This design comes from an exercise in tuning for small area on the open sky130 flow, not from production work.
The RTL was checked by simulation tests, not by an equivalence proof against the original design.
Power figures rest on the tool's default switching activity, not on a simulated workload. The flow treats the clock pin as an ideal source, which a real chip does not have.

== red ==
==> flow/design.v (excerpt) <==
module apb_slave_mem #(
    parameter int unsigned DEPTH       = 256,
    parameter int unsigned WAIT_STATES = 2,
    parameter logic [31:0] BASE_ADDR   = 32'h0
) (
    input  logic        pclk,
    input  logic        rst_n,
    input  logic        psel,
    input  logic        penable,
    input  logic        pwrite,
    input  logic [31:0] paddr,
    input  logic [31:0] pwdata,
    output logic [31:0] prdata,
    output logic        pready,
    output logic        pslverr
);
    localparam int unsigned NR = 16;            
    localparam int unsigned RL = 16;            
    logic [3:0]  r_q;                           
    logic        clr_q;                         
    logic [NR-1:0][RL-1:0][31:0] ring_q;
    logic [3:0]  widx;                          
    logic [3:0]  ring_sel;
    logic        err;
    logic        hit_rd, hit_wr;
    logic        wr_en;
    assign widx     = paddr[5:2];
    assign ring_sel = paddr[9:6];
    assign err      = (paddr[31:10] != 22'h0) || (paddr[1:0] != 2'b00);
    assign hit_rd   = ((widx + r_q) == 4'd0);
    assign hit_wr   = ((widx + r_q) == 4'd15);
    assign wr_en    = psel && penable && pwrite && !err && hit_wr;
    always_ff @(posedge pclk or negedge rst_n) begin
        if (!rst_n) begin
            r_q   <= 4'd0;
            clr_q <= 1'b1;
        end else begin
            r_q   <= r_q + 4'd1;
            if (r_q == 4'd15) clr_q <= 1'b0;
        end
    end
    for (genvar j = 0; j < int'(NR); j++) begin : g_ring
  ...
Settings: LEC_CHECK=0, CAP_MARGIN=20, CORE_MARGIN=2, CORE_UTILIZATION=70, PLACE_DENSITY=0.8, SLEW_MARGIN=20; clock period 12.0 ns.
run.sh (not shown) runs the stock make flow with config.mk's settings and CLKGATE_MAP_FILE= SYNTH_SCRIPT=/design/flow/synth_recipe.tcl, a recipe that flattens the netlist after the stock synthesis.
Edits applied to the flow inputs when going from red to blue:
Settings: a change of CORE_UTILIZATION from 70 to 40; a deleted PLACE_DENSITY that had been 0.8.
blue vs. red: die outline width rose by about 32%; first-iteration detailed-routing DRC count fell by 3,968; total placed cells including tap cells rose by 2,568; share of total power in sequential cells rose by 2.2 points. blue vs red, area of the die went up by about 70%. Comparing red and blue, the lower wire length of the first global-routing pass is on blue. Delta(final design area excluding fillers, blue - red) > 0. The run showing the greater met3 layer wire length in the routed design is red. In blue relative to red, count of clock-buffer cells in the layout had gone down by a few percent. Re routed wire length: red and blue aren't equal, and the lower value belongs to blue. Where worst setup margin is concerned, red is outperformed by blue.


Setup of P:
apb_slave_mem, a different RTL version from the one above (not shown whole).
Size in the first run: roughly 100 I/O pins.
export LEC_CHECK = 0
export CAP_MARGIN = 5
export CORE_MARGIN = 2
export CORE_UTILIZATION = 40
export SLEW_MARGIN = 5
export SYNTH_HIERARCHICAL = 1
create_clock -name core_clock -period 12.0 [get_ports {pclk}]
standard.sh (not shown) runs the stock make flow with config.mk's settings and CLKGATE_MAP_FILE= SYNTH_SCRIPT=/design/flow/synth_recipe.tcl, a recipe that flattens the netlist after the stock synthesis.
==> flow/flow/run.sh <==
#!/bin/bash
# Standard layout, with clock tree synthesis that clusters more flip-flops per
# leaf buffer and inserts no dummy loads, and the smallest buffer on each port.
set -euo pipefail
export CTS_ARGS="-sink_clustering_enable -repair_clock_nets -dont_use_dummy_load -sink_clustering_size 32 -sink_clustering_max_diameter 100 -buf_list sky130_fd_sc_hd__buf_12 -root_buf sky130_fd_sc_hd__buf_12 -tree_buf sky130_fd_sc_hd__buf_8"
export BUFFER_PORTS_ARGS="-buffer_cell sky130_fd_sc_hd__buf_1"
bash standard.sh > standard.log 2>&1
P: PASS, flow complete, no timing, DRC or antenna violations
Inputs modified between P and Q:
==> flow/flow/run.sh <==
#!/bin/bash
# Standard layout, with clock tree synthesis that clusters more flip-flops per
# leaf buffer and inserts no dummy loads, and the smallest buffer on each port.
set -euo pipefail
export CTS_ARGS="-sink_clustering_enable -repair_clock_nets -dont_use_dummy_load -sink_clustering_size 28 -sink_clustering_max_diameter 100 -buf_list sky130_fd_sc_hd__buf_12 -root_buf sky130_fd_sc_hd__buf_12 -tree_buf sky130_fd_sc_hd__buf_8"
export BUFFER_PORTS_ARGS="-buffer_cell sky130_fd_sc_hd__buf_1"
bash standard.sh > standard.log 2>&1
--- outcome ---
Relative to P, clock skew has decreased by 0.0089 ns in Q.
There was hardly any difference in maximum single-stage delay on the critical path between P and Q.
When the final numbers for Q and P were put side by side, the number of nets in the finished design turned out to be greater in Q.
Q against P: sequential share of layout area decreased 0.36 points, number of clock buffer instances in the layout went up 13%, actual slew at the worst max-slew pin shows an increase of 0.031 ns, clock-cell share of area up 0.38 points, clock power now larger.
The post-layout total power of Q exceeds that of P by 1.5%.
Lower first-iteration DRC count was reported by P, not Q.
#### Input delta (R over Q)
==> flow/flow/run.sh <==
#!/bin/bash
# Standard layout, with clock tree synthesis that clusters more flip-flops per
# leaf buffer and inserts no dummy loads, and the smallest buffer on each port.
set -euo pipefail
export CTS_ARGS="-sink_clustering_enable -repair_clock_nets -dont_use_dummy_load -sink_clustering_size 30 -sink_clustering_max_diameter 100 -buf_list sky130_fd_sc_hd__buf_12 -root_buf sky130_fd_sc_hd__buf_12 -tree_buf sky130_fd_sc_hd__buf_8"
export BUFFER_PORTS_ARGS="-buffer_cell sky130_fd_sc_hd__buf_1"
bash standard.sh > standard.log 2>&1
--- outcome ---
In summary, R completed successfully, with a layout that passed the timing, DRC and antenna checks. Q → R: worst hold slack lower, number of ports placed on the die boundary roughly the same, global routing usage summed across all routing layers roughly the same, global-route track usage on met1 roughly the same, setup slack lower. From Q to R the numbers moved as follows: portion of the clock cycle consumed by the worst path in the final layout essentially unchanged; total power after layout decreased about 0.8%. There was hardly any difference in global-route track usage on met3 between Q and R. For fraction of area in multi-input gates, Q and R come out practically identical. First-pass GRT wire length in R is 1.9 mm below Q.


apb_slave_mem again, from the RTL that the note above started with.
==> flow/config.mk <==
export PLATFORM = sky130hd
export DESIGN_NAME = apb_slave_mem
export DESIGN_NICKNAME = apb_slave_mem
export VERILOG_FILES = /design/flow/design.v
export SDC_FILE = /design/flow/constraint.sdc
export NUM_CORES = 4
export LEC_CHECK = 0
export CAP_MARGIN = 5
export CORE_MARGIN = 2
export CORE_UTILIZATION = 40
export GPL_TIMING_DRIVEN = 0
export SLEW_MARGIN = 5
export SYNTH_HIERARCHICAL = 1
==> flow/constraint.sdc <==
create_clock -name core_clock -period 12.0 [get_ports {pclk}]
set_input_delay 2.4000 -clock core_clock [delete_from_list [all_inputs] [get_ports {pclk}]]
set_output_delay 2.4000 -clock core_clock [all_outputs]
set_load 0.01 [all_outputs]
==> flow/flow/run.sh <==
#!/bin/bash
# Standard layout, with clock tree synthesis that clusters more flip-flops per
# leaf buffer and inserts no dummy loads, and the smallest buffer on each port.
set -euo pipefail
export CTS_ARGS="-sink_clustering_enable -repair_clock_nets -dont_use_dummy_load -sink_clustering_size 30 -sink_clustering_max_diameter 100 -buf_list sky130_fd_sc_hd__buf_12 -root_buf sky130_fd_sc_hd__buf_12 -tree_buf sky130_fd_sc_hd__buf_8"
export BUFFER_PORTS_ARGS="-buffer_cell sky130_fd_sc_hd__buf_1"
bash standard.sh > standard.log 2>&1
Next try:
==> flow/flow/run.sh (replaced) <==
#!/bin/bash
# Standard layout, with clock tree synthesis that clusters more flip-flops per
# leaf buffer and inserts no dummy loads, and the smallest buffer on each port.
set -euo pipefail
export CTS_ARGS="-sink_clustering_enable -repair_clock_nets -dont_use_dummy_load -sink_clustering_size 28 -sink_clustering_max_diameter 60 -buf_list sky130_fd_sc_hd__buf_12 -root_buf sky130_fd_sc_hd__clkbuf_16"
export BUFFER_PORTS_ARGS="-buffer_cell sky130_fd_sc_hd__buf_1"
bash standard.sh > standard.log 2>&1
CAP_MARGIN = 20   (was 5)
GPL_TIMING_DRIVEN = unset   (was 0)
SLEW_MARGIN = 20   (was 5)
=> Total power rose by 3.7%. Cell area rose by 0.44%. Sequential share of layout area fell by 0.38 points. Synthesized area does not change. Maximum frequency rose by 4.5%. Core utilization rose by 0.19 points. Setup slack is better by 0.37 ns. Sequential cell count is unchanged. Sequential power is about the same. Hold slack stays flat. Routed wire length rose by 8.7%.
Next try:
--- a/flow/flow/run.sh
+++ b/flow/flow/run.sh
@@ -5 +5 @@
-export CTS_ARGS="-sink_clustering_enable -repair_clock_nets -dont_use_dummy_load -sink_clustering_size 28 -sink_clustering_max_diameter 60 -buf_list sky130_fd_sc_hd__buf_12 -root_buf sky130_fd_sc_hd__clkbuf_16"
+export CTS_ARGS="-sink_clustering_enable -repair_clock_nets -dont_use_dummy_load -sink_clustering_size 28 -sink_clustering_max_diameter 100 -buf_list sky130_fd_sc_hd__buf_12 -root_buf sky130_fd_sc_hd__clkbuf_16"
The changed run ran to the end with no violations.
Fmax hardly moves.
Sequential share of layout area went up by 0.58 points.
Die area does not change.
Worst setup slack loses 0.0057 ns.
Core utilization came out lower by 0.29 points.
Count of clock-buffer cells in the layout goes down by 62.
Synthesized area is unchanged.
Power falls by about 2.4%.


Setup of build 35:
The RTL this note starts from:
==> flow/design.v <==
module apb_slave_mem #(
    parameter int unsigned DEPTH       = 256,
    parameter int unsigned WAIT_STATES = 2,
    parameter logic [31:0] BASE_ADDR   = 32'h0
) (
    input  logic        pclk,
    input  logic        rst_n,
    input  logic        psel,
    input  logic        penable,
    input  logic        pwrite,
    input  logic [31:0] paddr,
    input  logic [31:0] pwdata,
    output logic [31:0] prdata,
    output logic        pready,
    output logic        pslverr
);
    localparam int unsigned NR = 16;            
    localparam int unsigned RL = 16;            
    logic [3:0]  r_q;                           
    logic        e_q;                           
    logic        clr_q;                         
    logic [NR-1:0][RL-1:0][31:0] ring_q;
    logic [3:0]  widx;                          
    logic [3:0]  ring_sel;
    logic        err;
    logic        hit_rd, hit_wr;
    logic        wr_en;
    assign widx     = paddr[5:2];
    assign ring_sel = paddr[9:6];
    assign err      = (paddr[31:10] != 22'h0) || (paddr[1:0] != 2'b00);
    assign hit_rd   = ((widx + r_q) == 4'd0);
    assign hit_wr   = ((widx + r_q) == 4'd15);
    assign wr_en    = psel && penable && pwrite && !err && hit_wr;
    always_ff @(posedge pclk or negedge rst_n) begin
        if (!rst_n) begin
            r_q   <= 4'd0;
            e_q   <= 1'b0;
            clr_q <= 1'b1;
        end else begin
            r_q   <= r_q + 4'd1;
            if (r_q == 4'd15) begin
                e_q   <= !e_q;
                clr_q <= 1'b0;
            end
        end
    end
    logic [NR-1:0]       nld, nkeep;
    logic [NR-1:0][31:0] port_d;
    logic [31:0]         wdata_n;               
    assign wdata_n = pwdata ^ {32{!e_q}};
    for (genvar j = 0; j < int'(NR); j++) begin : g_ring
        assign nld[j]   = !(wr_en && (ring_sel == 4'(j)));
        assign nkeep[j] = !nld[j] || clr_q;
        apb_slave_mem_port u_port (
            .nld(nld[j]), .nkeep(nkeep[j]), .wdata_n(wdata_n), .rdata(ring_q[j][RL-1]),
            .d(port_d[j])
        );
        always_ff @(posedge pclk) begin
            ring_q[j][0] <= port_d[j];
            for (int k = 1; k < int'(RL); k++) begin
                ring_q[j][k] <= ring_q[j][k-1];
            end
        end
    end
    logic [NR-1:0]       rsel;
    logic [NR-1:0][31:0] rword;
    logic [31:0]         rraw;
    logic                rpar;
    for (genvar j = 0; j < int'(NR); j++) begin : g_rd
        assign rsel[j]  = (ring_sel == 4'(j));
        assign rword[j] = ring_q[j][0];
    end
    apb_slave_mem_rdmux u_rdmux (.sel(rsel), .word(rword), .q(rraw));
    assign rpar = e_q ^ (r_q == 4'd0);
    assign pready  = err || (pwrite ? hit_wr : hit_rd);
    assign pslverr = err;
    assign prdata  = rraw ^ {32{rpar}};
endmodule
module apb_slave_mem_port (
    input  logic        nld,
    input  logic        nkeep,
    input  logic [31:0] wdata_n,
    input  logic [31:0] rdata,
    output logic [31:0] d
);
    assign d = ~((wdata_n | {32{nld}}) & (rdata | {32{nkeep}}));
endmodule
module apb_slave_mem_rdmux (
    input  logic [15:0]       sel,
    input  logic [15:0][31:0] word,
    output logic [31:0]       q
);
    always_comb begin
        q = 32'h0;
        for (int j = 0; j < 16; j++) q = q | (word[j] & {32{sel[j]}});
    end
endmodule
Settings: LEC_CHECK=0, CAP_MARGIN=5, CORE_MARGIN=2, CORE_UTILIZATION=40, SLEW_MARGIN=5, SYNTH_HIERARCHICAL=1; clock period 12.0 ns.
==> flow/flow/run.sh <==
#!/bin/bash
# Standard layout, with clock tree synthesis that clusters more flip-flops per
# leaf buffer and inserts no dummy loads, and the smallest buffer on each port.
set -euo pipefail
export CTS_ARGS="-sink_clustering_enable -repair_clock_nets -dont_use_dummy_load -sink_clustering_size 28 -sink_clustering_max_diameter 100 -buf_list sky130_fd_sc_hd__buf_12"
export BUFFER_PORTS_ARGS="-buffer_cell sky130_fd_sc_hd__buf_1"
bash standard.sh > standard.log 2>&1
Build 35 ran to completion and came out clean on the timing, DRC and antenna checks.
diff inputs: build 35 => build 95
==> flow/flow/run.sh <==
#!/bin/bash
# Standard layout, with clock tree synthesis that clusters more flip-flops per
# leaf buffer and inserts no dummy loads, and the smallest buffer on each port.
set -euo pipefail
export CTS_ARGS="-sink_clustering_enable -repair_clock_nets -dont_use_dummy_load -sink_clustering_size 29 -sink_clustering_max_diameter 100 -buf_list sky130_fd_sc_hd__buf_12 -root_buf sky130_fd_sc_hd__buf_12 -tree_buf sky130_fd_sc_hd__buf_8"
export BUFFER_PORTS_ARGS="-buffer_cell sky130_fd_sc_hd__buf_1"
bash standard.sh > standard.log 2>&1
- Via count (build 95 vs. build 35) decreases slightly
- Compare build 35 and build 95 | post-route clock period utilization lower: build 95
- Diff build 95..build 35 | final cell area excluding filler cells | negligible
diff inputs: build 95 => build 45
Settings: changing CAP_MARGIN from 5 to 20; changing SLEW_MARGIN from 5 to 20.
==> flow/flow/run.sh <==
#!/bin/bash
# Standard layout, with clock tree synthesis that clusters more flip-flops per
# leaf buffer and inserts no dummy loads, and the smallest buffer on each port.
set -euo pipefail
export CTS_ARGS="-sink_clustering_enable -repair_clock_nets -dont_use_dummy_load -sink_clustering_size 26 -sink_clustering_max_diameter 60 -buf_list sky130_fd_sc_hd__buf_12 -root_buf sky130_fd_sc_hd__clkbuf_16"
export BUFFER_PORTS_ARGS="-buffer_cell sky130_fd_sc_hd__buf_1"
bash standard.sh > standard.log 2>&1
Findings:
Build 45: PASS, flow complete, no timing, DRC or antenna violations. Build 45 vs. build 95: actual slew at the worst max-slew pin went down by 0.081 ns. Against build 95, build 45 reports a sum of routed wire segments on met1 that is higher. Compared build 45 against build 95; fraction of area in multi-input gates within noise. Relative to build 95, the routed wire length of build 45 is higher by about 0.33%. In build 45, the shortest period the worst path allows came out 0.049 ns above the value in build 95. Build 45 ends up with higher post-layout instance area than build 95 does. Build 45 — global-route wire length before repair 0.43% higher, build 95 as reference. Cmp build 45 vs build 95: clock network fraction of design power higher in build 45.
#### Input delta (build 96 over build 45)
Settings: SLEW_MARGIN changed from 20 to 5; CAP_MARGIN changed from 20 to 5.
==> flow/flow/run.sh <==
#!/bin/bash
# Standard layout, with clock tree synthesis that clusters more flip-flops per
# leaf buffer and inserts no dummy loads, and the smallest buffer on each port.
set -euo pipefail
export CTS_ARGS="-sink_clustering_enable -repair_clock_nets -dont_use_dummy_load -sink_clustering_size 28 -sink_clustering_max_diameter 100 -buf_list sky130_fd_sc_hd__buf_12 -root_buf sky130_fd_sc_hd__clkbuf_16"
export BUFFER_PORTS_ARGS="-buffer_cell sky130_fd_sc_hd__buf_1"
bash standard.sh > standard.log 2>&1
Notes after the runs:
Across build 45 and build 96, none had a timing, DRC or antenna violation. The final design area excluding fillers number comes out higher for build 45 vs build 96. | worst setup slack | build 96 vs build 45 | ≈ equal |. Of build 45 and build 96, the higher number of detailed-routing iterations run before antenna repair belongs to build 96. Of build 45 and build 96, the run reporting the lower global routing met2 resource utilization was build 96. TritonCTS buffer count is lower on build 96.


Setup of maple:
apb_slave_mem, a different RTL version from the one above (not shown whole).
For scale: about 170000 um2 of cells after synthesis.
clock: 12.0 ns
lec_check: 0
cap_margin: 20
core_margin: 2
core_utilization: 40
slew_margin: 20
synth_hierarchical: 1
==> flow/flow/run.sh <==
#!/bin/bash
# Standard layout, with clock tree synthesis that clusters more flip-flops per
# leaf buffer and inserts no dummy loads.
set -euo pipefail
export CTS_ARGS="-sink_clustering_enable -repair_clock_nets -dont_use_dummy_load -sink_clustering_size 24 -sink_clustering_max_diameter 60 "
bash standard.sh > standard.log 2>&1
> inputs changed (maple -> juniper)
==> flow/flow/run.sh <==
#!/bin/bash
# Standard layout, with clock tree synthesis that clusters more flip-flops per
# leaf buffer and inserts no dummy loads.
set -euo pipefail
export CTS_ARGS="-sink_clustering_enable -repair_clock_nets -dont_use_dummy_load -sink_clustering_size 22 -sink_clustering_max_diameter 60 -buf_list sky130_fd_sc_hd__buf_12 -root_buf sky130_fd_sc_hd__clkbuf_16"
bash standard.sh > standard.log 2>&1
### Flow results
- Min sequential share of power across juniper and maple: maple
- Any difference in overall power consumption between maple and juniper is small enough to ignore.
- Diff maple -> juniper: global-route wire length before repair shows no meaningful change; final period utilization went up 0.23 points; area fraction of clock buffers and clock inverters fell 0.65 points; count of clock-buffer cells in the layout picked up an extra 26; final hold slack about even.
- Of the two values seen for critical path capture point, prdata[3] was produced by maple and prdata[14] by juniper.

-- what the ideal ports hide --
Ports are ideal in the flow. The routed layouts listed here were re-timed in OpenROAD.
Step 1: set_driving_cell puts a clkbuf_16 on pclk and a buf_2 on each other input, an assumption about the parent block.
Step 2 also shifts input and output timing later by t, the mid clock arrival at the registers, as if the neighbouring blocks saw the same clock.
Slacks: no drivers / after step 1 / after step 2; pairs: no drivers / after step 1.
| run | shift t [ns] | setup WS [ns] | worst setup path after step 2 | worst data-port slew with drivers (ns) |
|---|---|---|---|---|
| red | 1.113 | 3.739 / 3.671 / 3.671 | input to output | 0.35 |
| blue | 1.117 | 4.054 / 3.984 / 3.984 | input to output | 0.41 |
| P | 0.976 | 3.773 / 3.679 / 3.679 | input to output | 0.10 |
| Q | 0.994 | 3.792 / 3.690 / 3.690 | input to output | 0.10 |
| R | 0.995 | 3.784 / 3.686 / 3.686 | input to output | 0.11 |
| the first run of note 3 | 0.965 | 3.414 / 3.271 / 3.271 | input to output | 0.22 |
| the second run of note 3 | 0.991 | 3.785 / 3.678 / 3.678 | input to output | 0.10 |
| the third run of note 3 | 0.977 | 3.780 / 3.657 / 3.657 | input to output | 0.12 |
| build 35 | 0.951 | 3.803 / 3.708 / 3.708 | input to output | 0.11 |
| build 95 | 0.998 | 3.857 / 3.754 / 3.754 | input to output | 0.11 |
| build 45 | 0.992 | 3.807 / 3.696 / 3.696 | input to output | 0.11 |
| build 96 | 0.988 | 3.806 / 3.696 / 3.696 | input to output | 0.11 |
| maple | 1.018 | 2.821 / 2.665 / 2.665 | input to output | 0.29 |
| juniper | 0.990 | 2.793 / 2.648 / 2.648 | input to output | 0.24 |
After both steps setup and hold are still met in every run listed. For maple, which loses most, drivers alone change the setup slack by -0.156 ns; drivers and shift together by -0.156 ns.
